From an optimization exercise on the open Yosys and OpenROAD flow, aimed at small area, a short achievable clock period and few clock cycles per item; shortcuts taken in it are not production practice.
In this exercise RTL edits were held to simulation tests only and were not proved equivalent to the original.

==> flow/design.v <==
`timescale 1ns/1ps
package huff_pkg;
    localparam int NUM_SYMBOLS  = 8;
    localparam int NUM_MERGES   = 7;
    localparam int MAX_CODE_LEN = 7;
    localparam int EMIT_COUNT   = 5;
    localparam int NODE_W = 10;
    localparam logic [3:0] SYM_V = 4'd7;
    localparam logic [3:0] SYM_O = 4'd8;
    localparam logic [3:0] SYM_L = 4'd9;
    localparam logic [3:0] SYM_I = 4'd10;
    localparam logic [3:0] SYM_E = 4'd11;
    localparam logic [3:0] SYM_C = 4'd12;
    localparam logic [3:0] SYM_B = 4'd13;
    localparam logic [3:0] SYM_A = 4'd14;
    localparam logic [1:0] PHASE_IDLE  = 2'd0;
    localparam logic [1:0] PHASE_LOAD  = 2'd1;
    localparam logic [1:0] PHASE_BUILD = 2'd2;
    localparam logic [1:0] PHASE_EMIT  = 2'd3;
    localparam logic [3:0] FIRST_MERGE_ID = 4'd6;
    localparam logic [3:0] FIRST_LEAF_ID  = 4'd7;
    localparam logic [3:0] LAST_LEAF_ID   = 4'd14;
    localparam logic [9:0] DEAD_NODE = {4'hf, 6'h3f};
endpackage
`timescale 1ns/1ps
module huff_step_counter (
    input  logic       clk,
    input  logic       rst_n,
    input  logic       clear,
    input  logic [3:0] limit,
    output logic [3:0] count,
    output logic       last
);
    assign last = (count == limit);
    always_ff @(posedge clk or negedge rst_n)
    begin
        if (!rst_n)
            count <= '0;
        else if (clear || last)
            count <= '0;
        else
            count <= count + 4'd1;
    end
endmodule
`timescale 1ns/1ps
module huff_node_sorter (
    input  logic [79:0] nodes,
    output logic [9:0]  lowest,
    output logic [9:0]  second
);
    logic [23:0] rank;
    function automatic logic outranks(input logic [9:0] a, input logic [9:0] b);
        outranks = (a[5:0] > b[5:0]) || ((a[5:0] == b[5:0]) && (a[9:6] > b[9:6]));
    endfunction
    always_comb
    begin
        rank = '0;
        for (int i = 0; i < huff_pkg::NUM_SYMBOLS; i++)
        begin
            for (int j = 0; j < huff_pkg::NUM_SYMBOLS; j++)
            begin
                if (outranks(nodes[10*j +: 10], nodes[10*i +: 10]))
                    rank[3*i +: 3] = rank[3*i +: 3] + 3'd1;
            end
        end
    end
    always_comb
    begin
        lowest = huff_pkg::DEAD_NODE;
        second = huff_pkg::DEAD_NODE;
        for (int i = 0; i < huff_pkg::NUM_SYMBOLS; i++)
        begin
            if (rank[3*i +: 3] == 3'(huff_pkg::NUM_SYMBOLS - 1))
                lowest = nodes[10*i +: 10];
            if (rank[3*i +: 3] == 3'(huff_pkg::NUM_SYMBOLS - 2))
                second = nodes[10*i +: 10];
        end
    end
endmodule
`timescale 1ns/1ps
module huff_tree_builder (
    input  logic       clk,
    input  logic       rst_n,
    input  logic       load_en,
    input  logic [3:0] load_slot,
    input  logic [2:0] in_weight,
    input  logic       merge_en,
    input  logic [3:0] merge_id,
    input  logic       emit_en,
    input  logic [6:0] emit,
    input  logic       clear,
    output logic [2:0] sym_len,
    output logic       out_code
);
    logic [79:0] nodes;
    logic [9:0]  lowest;
    logic [9:0]  second;
    logic [5:0]  merged_weight;
    logic [55:0] sub_mask;
    logic [7:0]  low_mask;
    logic [7:0]  sec_mask;
    logic [55:0] code;
    logic [23:0] code_len;
    logic [2:0]  load_idx;
    logic [2:0]  emit_idx;
    logic [2:0]  merge_idx;
    logic [3:0]  emit_sym;
    logic [2:0]  emit_bit;
    logic [3:0]  low_id;
    logic [3:0]  sec_id;
    huff_node_sorter huff_node_sorter_inst (
        .nodes  (nodes),
        .lowest (lowest),
        .second (second)
    );
    function automatic logic [7:0] leaf_mask(input logic [3:0] id);
        leaf_mask = 8'd1 << (id - huff_pkg::FIRST_LEAF_ID);
    endfunction
    assign emit_sym      = emit[6:3];
    assign emit_bit      = emit[2:0];
    assign low_id        = lowest[9:6];
    assign sec_id        = second[9:6];
    assign load_idx      = 3'(load_slot - huff_pkg::FIRST_LEAF_ID);
    assign emit_idx      = 3'(emit_sym - huff_pkg::FIRST_LEAF_ID);
    assign merge_idx     = merge_id[2:0];
    assign merged_weight = lowest[5:0] + second[5:0];
    assign sym_len       = code_len[3*emit_idx +: 3];
    always_comb
    begin
        if (low_id >= huff_pkg::FIRST_LEAF_ID)
            low_mask = leaf_mask(low_id);
        else
            low_mask = sub_mask[8*low_id[2:0] +: 8];
        if (sec_id >= huff_pkg::FIRST_LEAF_ID)
            sec_mask = leaf_mask(sec_id);
        else
            sec_mask = sub_mask[8*sec_id[2:0] +: 8];
    end
    always_ff @(posedge clk)
    begin
        for (int k = 0; k < huff_pkg::NUM_SYMBOLS; k++)
        begin
            if (load_en)
            begin
                if (load_idx == 3'(k))
                    nodes[10*k +: 10] <= {load_slot, 3'b000, in_weight};
            end
            else if (merge_en)
            begin
                if (nodes[10*k+6 +: 4] == low_id)
                    nodes[10*k +: 10] <= {merge_id, merged_weight};
                else if (nodes[10*k+6 +: 4] == sec_id)
                    nodes[10*k +: 10] <= huff_pkg::DEAD_NODE;
            end
        end
    end
    always_ff @(posedge clk)
    begin
        for (int m = 0; m < huff_pkg::NUM_MERGES; m++)
        begin
            if (clear)
                sub_mask[8*m +: 8] <= '0;
            else if (merge_en && (merge_idx == 3'(m)))
                sub_mask[8*m +: 8] <= low_mask | sec_mask;
        end
    end
    always_ff @(posedge clk)
    begin
        for (int s = 0; s < huff_pkg::NUM_SYMBOLS; s++)
        begin
            if (clear)
                code[7*s +: 7] <= '0;
            else if (merge_en)
            begin
                if (low_mask[s])
                    code[7*s +: 7] <= {code[7*s +: 6], 1'b1};
                else if (sec_mask[s])
                    code[7*s +: 7] <= {code[7*s +: 6], 1'b0};
            end
        end
    end
    always_ff @(posedge clk or negedge rst_n)
    begin
        if (!rst_n)
            code_len <= '0;
        else
        begin
            for (int s = 0; s < huff_pkg::NUM_SYMBOLS; s++)
            begin
                if (clear)
                    code_len[3*s +: 3] <= '0;
                else if (merge_en && (low_mask[s] || sec_mask[s]))
                    code_len[3*s +: 3] <= code_len[3*s +: 3] + 3'd1;
            end
        end
    end
    always_ff @(posedge clk or negedge rst_n)
    begin
        if (!rst_n)
            out_code <= 1'b0;
        else if (emit_en)
            out_code <= code[7*emit_idx + 32'(emit_bit)];
        else
            out_code <= 1'b0;
    end
endmodule
`timescale 1ns/1ps
module huff_ctrl_fsm (
    input  logic       clk,
    input  logic       rst_n,
    input  logic       in_valid,
    input  logic       out_mode,
    input  logic [2:0] sym_len,
    output logic       load_en,
    output logic       merge_en,
    output logic       emit_en,
    output logic [3:0] load_slot,
    output logic [3:0] merge_id,
    output logic [6:0] emit,
    output logic       step_clear,
    output logic       out_valid
);
    logic [1:0] phase;
    logic [1:0] phase_next;
    logic       mode;
    logic [2:0] slot;
    logic [3:0] step_limit;
    logic [3:0] step_count;
    logic       step_last;
    logic [3:0] emit_sym;
    huff_step_counter huff_step_counter_inst (
        .clk   (clk),
        .rst_n (rst_n),
        .clear (step_clear),
        .limit (step_limit),
        .count (step_count),
        .last  (step_last)
    );
    always_comb
    begin
        if (!mode)
        begin
            case (slot)
                3'd0:    emit_sym = huff_pkg::SYM_I;
                3'd1:    emit_sym = huff_pkg::SYM_L;
                3'd2:    emit_sym = huff_pkg::SYM_O;
                3'd3:    emit_sym = huff_pkg::SYM_V;
                default: emit_sym = huff_pkg::SYM_E;
            endcase
        end
        else
        begin
            case (slot)
                3'd0:    emit_sym = huff_pkg::SYM_I;
                3'd1:    emit_sym = huff_pkg::SYM_C;
                3'd2:    emit_sym = huff_pkg::SYM_L;
                3'd3:    emit_sym = huff_pkg::SYM_A;
                default: emit_sym = huff_pkg::SYM_B;
            endcase
        end
    end
    assign step_clear = (phase == huff_pkg::PHASE_IDLE) && !in_valid;
    always_comb
    begin
        case (phase)
            huff_pkg::PHASE_BUILD: step_limit = 4'(huff_pkg::NUM_MERGES - 1);
            huff_pkg::PHASE_EMIT:  step_limit = {1'b0, sym_len} - 4'd1;
            default:               step_limit = 4'(huff_pkg::NUM_SYMBOLS - 1);
        endcase
    end
    assign load_en   = (phase == huff_pkg::PHASE_LOAD) || ((phase == huff_pkg::PHASE_IDLE) && in_valid);
    assign load_slot = huff_pkg::LAST_LEAF_ID - step_count;
    assign merge_en = (phase == huff_pkg::PHASE_BUILD);
    assign merge_id = huff_pkg::FIRST_MERGE_ID - step_count;
    assign emit_en = (phase == huff_pkg::PHASE_EMIT);
    assign emit    = {emit_sym, step_count[2:0]};
    always_comb
    begin
        phase_next = phase;
        case (phase)
            huff_pkg::PHASE_IDLE:
                if (in_valid)
                    phase_next = huff_pkg::PHASE_LOAD;
            huff_pkg::PHASE_LOAD:
                if (step_last)
                    phase_next = huff_pkg::PHASE_BUILD;
            huff_pkg::PHASE_BUILD:
                if (step_last)
                    phase_next = huff_pkg::PHASE_EMIT;
            huff_pkg::PHASE_EMIT:
                if (step_last && (slot == 3'(huff_pkg::EMIT_COUNT - 1)))
                    phase_next = huff_pkg::PHASE_IDLE;
            default:
                phase_next = huff_pkg::PHASE_IDLE;
        endcase
    end
    always_ff @(posedge clk or negedge rst_n)
    begin
        if (!rst_n)
        begin
            phase     <= huff_pkg::PHASE_IDLE;
            mode      <= 1'b0;
            slot      <= '0;
            out_valid <= 1'b0;
        end
        else
        begin
            phase     <= phase_next;
            out_valid <= emit_en;
            if ((phase == huff_pkg::PHASE_IDLE) && in_valid)
                mode <= out_mode;
            if (emit_en && step_last)
                slot <= (slot == 3'(huff_pkg::EMIT_COUNT - 1)) ? 3'd0 : slot + 3'd1;
        end
    end
endmodule
`timescale 1ns/1ps
module huff_top (
    input  logic       clk,
    input  logic       rst_n,
    input  logic       in_valid,
    input  logic       out_mode,
    input  logic [2:0] in_weight,
    output logic       out_valid,
    output logic       out_code
);
    logic       load_en;
    logic       merge_en;
    logic       emit_en;
    logic       step_clear;
    logic [3:0] load_slot;
    logic [3:0] merge_id;
    logic [6:0] emit;
    logic [2:0] sym_len;
    huff_ctrl_fsm huff_ctrl_fsm_inst (
        .clk        (clk),
        .rst_n      (rst_n),
        .in_valid   (in_valid),
        .out_mode   (out_mode),
        .sym_len    (sym_len),
        .load_en    (load_en),
        .merge_en   (merge_en),
        .emit_en    (emit_en),
        .load_slot  (load_slot),
        .merge_id   (merge_id),
        .emit       (emit),
        .step_clear (step_clear),
        .out_valid  (out_valid)
    );
    huff_tree_builder huff_tree_builder_inst (
        .clk       (clk),
        .rst_n     (rst_n),
        .load_en   (load_en),
        .load_slot (load_slot),
        .in_weight (in_weight),
        .merge_en  (merge_en),
        .merge_id  (merge_id),
        .emit_en   (emit_en),
        .emit      (emit),
        .clear     (step_clear),
        .sym_len   (sym_len),
        .out_code  (out_code)
    );
endmodule
==> flow/run.sh <==
#!/bin/bash
# synth_recipe.tcl (not shown) runs the flow's synth.tcl, then flattens the netlist and writes it again
# the make line also repeats each setting of config.mk as NAME=value (left out here)
make -C /OpenROAD-flow-scripts/flow DESIGN_CONFIG=/design/flow/config.mk WORK_HOME=/design/flow/orfs CLKGATE_MAP_FILE= SYNTH_SCRIPT=/design/flow/synth_recipe.tcl finish
==> flow/config.mk <==
export PLATFORM = sky130hd
export DESIGN_NAME = huff_top
export DESIGN_NICKNAME = huff_top
export VERILOG_FILES = /design/flow/design.v
export SDC_FILE = /design/flow/constraint.sdc
export NUM_CORES = 4
export LEC_CHECK = 0
export CAP_MARGIN = 20
export CORE_MARGIN = 2
export CORE_UTILIZATION = 40
export SLEW_MARGIN = 20
==> flow/constraint.sdc <==
create_clock -name core_clock -period 10.0 [get_ports {clk}]
set_input_delay 2.0000 -clock core_clock [delete_from_list [all_inputs] [get_ports {clk}]]
set_output_delay 2.0000 -clock core_clock [all_outputs]
set_load 0.01 [all_outputs]
==> notes.md <==
[flip-flops by register name (all words and copies together) (netlist names)]
| signal | flops |
|---|---|
| huff_tree_builder_inst.nodes | 80 |
| huff_tree_builder_inst.code | 56 |
| huff_tree_builder_inst.sub_mask | 56 |
| huff_tree_builder_inst.code_len | 24 |
| huff_ctrl_fsm_inst.huff_step_counter_inst.count | 4 |
| huff_ctrl_fsm_inst.slot | 3 |
| huff_ctrl_fsm_inst.phase | 2 |
| huff_ctrl_fsm_inst.mode | 1 |
| huff_ctrl_fsm_inst.out_valid | 1 |
| huff_tree_builder_inst.out_code | 1 |
[final timing paths]
kind                                                  startpoint                                 end  cells past startpoint
worst max-delay path            huff_tree_builder_inst.nodes[34]  huff_tree_builder_inst.code_len[7]                     32
worst min-delay path             huff_tree_builder_inst.code[34]     huff_tree_builder_inst.code[34]                      2
worst max register to register  huff_tree_builder_inst.nodes[34]  huff_tree_builder_inst.code_len[7]                     32
worst min register to register   huff_tree_builder_inst.code[34]     huff_tree_builder_inst.code[34]                      2
max in group asynchronous                                  rst_n          huff_ctrl_fsm_inst.slot[0]                      1
min in group asynchronous                                  rst_n  huff_tree_builder_inst.code_len[5]                      1
[cell usage in the layout, fill, tap and decap left out, types with 43 or more instances in the layout]
master,instances
nor3_1,43
nand2_1,293
dfxtp_1,112
a21oi_1,205
xnor2_1,96
mux2i_1,102
edfxtp_1,80
ha_1,369
a211oi_1,44
o21ai_0,128
buf_4,93
inv_1,161
nand3_1,68
nor2_1,178
[metal layers]
| layer | wire length [um] | GRT usage |
|---|---|---|
| met1 | 39000 | 0.392 |
| met2 | 39200 | 0.441 |
| met3 | 9010 | 0.0525 |
| met4 | 3170 | 0.0886 |
| met5 | 7 | 0 |
[logic make-up (layout without fill, tap and decap cells)]
logic type      Yosys count  count (layout)  synth area share
compound gates          754             754             0.221
simple gates            856             856             0.176
mux                     148             148            0.0750
buf+inv                 270             318            0.0461
fa+ha+maj               371             371             0.194
flops                   228             228             0.231
xor+xnor                134             134            0.0575
[metrics by stage]
stage	hold slack, ns	instances	worst slack, ns	cell area (um2)
3_3_place_gp	0.442	3534	0.834	25400
6_report	0.459	3582	0.456	26300
3_5_place_dp	0.454	3534	0.678	25400
4_1_cts	0.449	3582	0.658	26300
5_1_grt	0.481	3582	0.0745	26300
2_1_floorplan	0.425	2761	2.19	24100
[repair_timing]
| item | 4_1_cts | 5_1_grt |
|---|---|---|
| gates resized for setup | 0 | 1 |
| setup endpoints to repair | 0 | 28 |
| hold endpoints to repair | 0 | 0 |
| buffers inserted | 0 | 0 |
[cell type report]
type,instances,area [um2],area share
Tap cell,773,967,0.0368
Sequential cell,228,5550,0.211
Clock buffer,30,708,0.0269
Inverter,169,634,0.0241
Multi-Input combinational cell,2263,17500,0.665
Clock inverter,18,174,0.00662
Timing Repair Buffer,101,773,0.0294
[critical path: cells and delay by family (launching register included)]
kind,cells,cell delay (ns)
and+or+nand+nor,11,2.95
muxes,2,0.52
adders and majority gates,6,1.76
xor gates and xnor gates,3,0.97
DFF,1,0.63
buffers and inverters,2,0.46
AOI/OAI and AO/OA,8,2.17
==> results.yml <==
critical_path:
  endpoint_kind: "flop"
  crit_fanout: 10
  critPathMostFrequentCell: "ha_1"
  start_kind: "flop"
  required_ns: 10.48
  ff2ff_setup_slack_ns: 0.46
  crit_slowest_cell: "edfxtp_1"
  slowest_delay_ns: 0.63
  criticalPathCategory: "reg2reg"
  crit_arrival_ns: 10.02
synthesis:
  synth_fp_nets: 3139
  ys_ff_latch: 228
  yosys-top-cells-area: "ha_1, edfxtp_1, dfxtp_1, nand2_1, a21oi_1"
  synthCells: 2761
  synth_top_cell_by_area: "ha_1"
  synth_common_cells: "ha_1, nand2_1, a21oi_1"
  syn_area_per_cell_um2: 8.71
  ys_seq_area_frac: 0.231
  async_flop_share: 0.158
  synth-edff-count: 80
  synth_cell_types: 132
  netlist_area_um2: 24100
  synth-main-ff-cell: "dfxtp_1"
  yosysTopAreaCellShare: 0.192
  yosys_warnings: 4
  synth.most_common_cell: "ha_1"
drt:
  drc: 0
  wl_per_cell_um: 25.2
  routed_via_density: 6.27
  drtPass1Iterations: 6
  final_antenna_net_count: 0
  vias: 22500
  routed_wl_mm: 90.4
  drt_iter0_markers: 2083
finish:
  drive_gt1_frac: 0.104
  n_antenna_cell: 0
  nets: 3167
  nFillCells: 5804
  area_growth_pct: 9.28
  fin_util: 0.444
clock_network:
  h-tree-depth: 1
  cts_buffers: 26
  cts.sinks: 228
  cts_tree: "yes"
  max-clock-path-buffers: 3
  hold_buffers: 0
  clock-root-buffer: "clkbuf_16"
  clock_latency_ns: 0.56
  path_clk_slew_ns: 0.06
run:
  maxCapViolCount: 0
floorplanning:
  fp.dieH_um: 249
  initial_utilization: 0.406
  pin_count: 9
  core_um2: 59200
  die_area_um2: 62100
  die_x_um: 249
  num_rows: 89
sta:
  rsz0062_at_grt: "false"
  finalHoldViolCount: 0
  min_period_ns: 9.54
  period_share: 0.954
  fin_skew_ns: 0.0351
  slew_headroom: 0.280
  max_freq_ghz: 0.105
  setup_viol_count_final: 0
  setup_tns_ns: 0
  drv_slew: 0
  worstMarginPinSlew_ns: 1.07
global_route:
  antenna_found_initial: 1
  grt_overflow_total: 0
  grt_max_degree: 111
  grt_pass1_wl_mm: 134
  grt_pass1_vias: 21300
  track_usage: 0.282
min_path:
  hold_class: "reg2reg"
run_status:
  outcome: "finished clean"
place:
  dpl.hpwl_mm: 70.2
  portBuffers: 8
  gp_congestion: 1.02
Testbench counts, summed over its fixed seeds: cycles 17,123, jobs 512.

## afterwards: timing with drivers on the ports
The results above use ideal ports. As a check the final layout listed here was re-extracted and re-timed, cells and wires unchanged.
Step 1 sets driving cells, clkbuf_16 on the clock port and buf_2 on the other inputs (assumed; they add their load-dependent delay and slew).
Step 2 moves the port delays by t, midway between the first and last clock arrival at a register: inputs arrive t later, outputs are due t later. That takes back most of the time a late clock gives input paths.
a / b / c = ideal / step 1 / step 2; a / b = the first two.
shift t [ns]: 0.591
setup WS [ns]: 0.456 / 0.456 / 0.456
hold WS [ns]: 0.459 / 0.459 / 0.459
latest minus earliest clock arrival (ns): 0.036 / 0.035
slew at the worst register clock pin (ns): 0.06 / 0.06
After both steps setup and hold are still met in this run. The setup slack of this run moves by 0.000 ns with the drivers and by 0.000 ns with both steps.
